Background: an optimization exercise with open tools, aiming at small area, a short achievable clock period and few clock cycles. Do not read the settings as production practice.
Only simulation tests tie the RTL to the original design; equivalence was not proved.
Power figures rest on the tool's default switching activity, not on a simulated workload.

Setup of JK:
Design pool_accel, start of the top module:
module pool_accel (
    input  logic        clk,
    input  logic        rst,
    input  logic        cmd_valid_i,
    input  logic [1:0]  cmd_op_i,
    input  logic [31:0] cmd_rj_i,
    input  logic [31:0] cmd_rk_i,
    output logic        rsp_valid_o,
    output logic        wb_cyc_o,
    output logic        wb_stb_o,
    output logic        wb_we_o,
    output logic [31:0] wb_adr_o,
    output logic [31:0] wb_dat_o,
    input  logic [31:0] wb_dat_i,
    input  logic        wb_ack_i
);
Size: about 410 flip-flops.
Settings: LEC_CHECK=0, CAP_MARGIN=20, CORE_MARGIN=2, CORE_UTILIZATION=40, SLEW_MARGIN=20; clock period 10.0 ns.
standard.sh (not shown) runs the stock make flow with config.mk's settings and CLKGATE_MAP_FILE= SYNTH_SCRIPT=/design/flow/synth_recipe.tcl, a recipe that flattens the netlist after the stock synthesis.
==> flow/flow/run.sh <==
#!/bin/bash
# The standard layout, with the port buffers made of plain buffers, a larger
# setup margin for the timing repair, and a clock tree without dummy loads.
set -euo pipefail
export BUFFER_PORTS_ARGS="-buffer_cell sky130_fd_sc_hd__buf_1"
export CTS_ARGS="-sink_clustering_enable -repair_clock_nets -sink_clustering_size 30 -sink_clustering_max_diameter 60 -dont_use_dummy_load"
bash standard.sh SETUP_SLACK_MARGIN=6.7 finish > layout.log 2>&1
Every stage of the flow completed for JK, and the final layout passed the timing, design-rule and antenna checks.
Testbench counts of JK, summed over its fixed seeds: cycles 127,638.
Edits applied to the flow inputs when going from JK to MS:
- CORE_UTILIZATION changed from 40 to 55
diff --git a/flow/flow/run.sh b/flow/flow/run.sh
--- a/flow/flow/run.sh
+++ b/flow/flow/run.sh
@@ -7 +7 @@
-bash standard.sh SETUP_SLACK_MARGIN=6.7 finish > layout.log 2>&1
+bash standard.sh SETUP_SLACK_MARGIN=6.5 finish > layout.log 2>&1
Results
- MS — met2 wire length 5.2% lower, JK as reference
- Number of inserted filler cells in the final layout shrinks by more than a quarter when moving from JK to MS.
- The maximum frequency from static timing analysis of MS is lower than that of JK.
- MS against JK; die area is down by more than a quarter.
- JK reports its capture point of the worst path as p2_q[10]$_DFFE_PP_ while MS reports p2_q[29]$_DFFE_PP_.
- Compared MS vs JK, and routed wire length is down in MS.
- Highest metal layer used by the detailed router: met4 -> MS, met5 -> JK
- In MS relative to JK, total design power had gone down slightly.
> inputs changed (MS -> AL)
- CTS_CLUSTER_DIAMETER now 60, previously not set
- CORE_UTILIZATION now 40, was 55
- CTS_CLUSTER_SIZE now 30, previously not set
==> flow/flow/run.sh <==
#!/bin/bash
# The standard layout, with the port buffers made of plain buffers and a
# larger setup margin for the timing repair.
set -euo pipefail
export BUFFER_PORTS_ARGS="-buffer_cell sky130_fd_sc_hd__buf_1"
bash standard.sh SETUP_SLACK_MARGIN=7.0 finish > layout.log 2>&1
--- outcome ---
- Looking only at achievable frequency, and setting everything else aside, the higher value of AL and MS goes to AL.
- Relative to MS, post-route standard cell area excluding fillers has gone up in AL.
- Of AL and MS, the run reporting the lower fraction of met2 tracks used by global routing was AL.
[inputs] TR vs AL
- clearing CTS_CLUSTER_SIZE, which used to be 30
- clearing CTS_CLUSTER_DIAMETER, which used to be 60
==> flow/flow/run.sh <==
#!/bin/bash
# The standard layout, with the port buffers made of plain buffers, a larger
# setup margin for the timing repair, and a clock tree without dummy loads.
set -euo pipefail
export BUFFER_PORTS_ARGS="-buffer_cell sky130_fd_sc_hd__buf_1"
export CTS_ARGS="-sink_clustering_enable -repair_clock_nets -sink_clustering_size 20 -sink_clustering_max_diameter 50 -dont_use_dummy_load -sink_clustering_buffer sky130_fd_sc_hd__clkbuf_8"
bash standard.sh SETUP_SLACK_MARGIN=6.5 finish > layout.log 2>&1
--- outcome ---
From AL to TR the numbers moved as follows: die area flat, critical path depth saw a decrease, global-route usage lower, post-layout worst setup margin has increased, first-pass GRT wire length went down by about 8%.
Diff AL and TR: clock network fraction of design power higher in AL
AL reports its timing endpoint of the critical path as db_q[11]$_DFFE_PP_ while TR reports res_q[15]$_DFFE_PP_.
### TR -> PW
- putting CTS_CLUSTER_DIAMETER at 60 where nothing was set
- putting CTS_CLUSTER_SIZE at 30 where nothing was set
==> flow/flow/run.sh <==
#!/bin/bash
# The standard layout, with the port buffers made of plain buffers and a
# larger setup margin for the timing repair.
set -euo pipefail
export BUFFER_PORTS_ARGS="-buffer_cell sky130_fd_sc_hd__buf_1"
bash standard.sh SETUP_SLACK_MARGIN=6.0 finish > layout.log 2>&1
On internal power, PW does worse than TR.
PW | status: complete | timing, DRC, antenna: pass
Delta(part of the power in combinational logic, PW - TR) < 0
Re multi-input logic area: TR was higher than PW.
PW vs. TR: final clock period utilization by the worst path went up by 2.5 points.
PW vs TR, total chip power went up by 14%.
In the reports for PW and TR, the smaller total routing usage reported by global routing belongs to PW.

port drivers added, routing unchanged:
In the flow no input, the clock included, has a driving cell. The finished layouts below were timed again as built, in two steps. Step 1 assumes that a clkbuf_16 drives the clock port and a buf_2 every other input. Step 2 moves the port delays by t, midway between the first and last clock arrival at a register: inputs arrive t later, outputs are due t later. That takes back most of the time a late clock gives input paths. Three values: no drivers, after step 1, after step 2; two values: the first two.
run | t, ns | slack for setup (ns) | worst data-port slew with drivers (ns) | pins driven straight from the clock port
JK | 0.577 | 6.531 / 6.531 / 6.215 | 0.11 | 1
MS | 0.594 | 6.434 / 6.434 / 6.079 | 0.10 | 1
AL | 0.623 | 6.510 / 6.510 / 6.369 | 0.10 | 1
TR | 0.571 | 6.539 / 6.519 / 6.119 | 0.10 | 1
PW | 0.604 | 6.293 / 6.288 / 5.684 | 0.09 | 1
After both steps every run listed still meets setup and hold. For PW, which loses most, drivers alone change the setup slack by -0.005 ns; drivers and shift together by -0.609 ns.
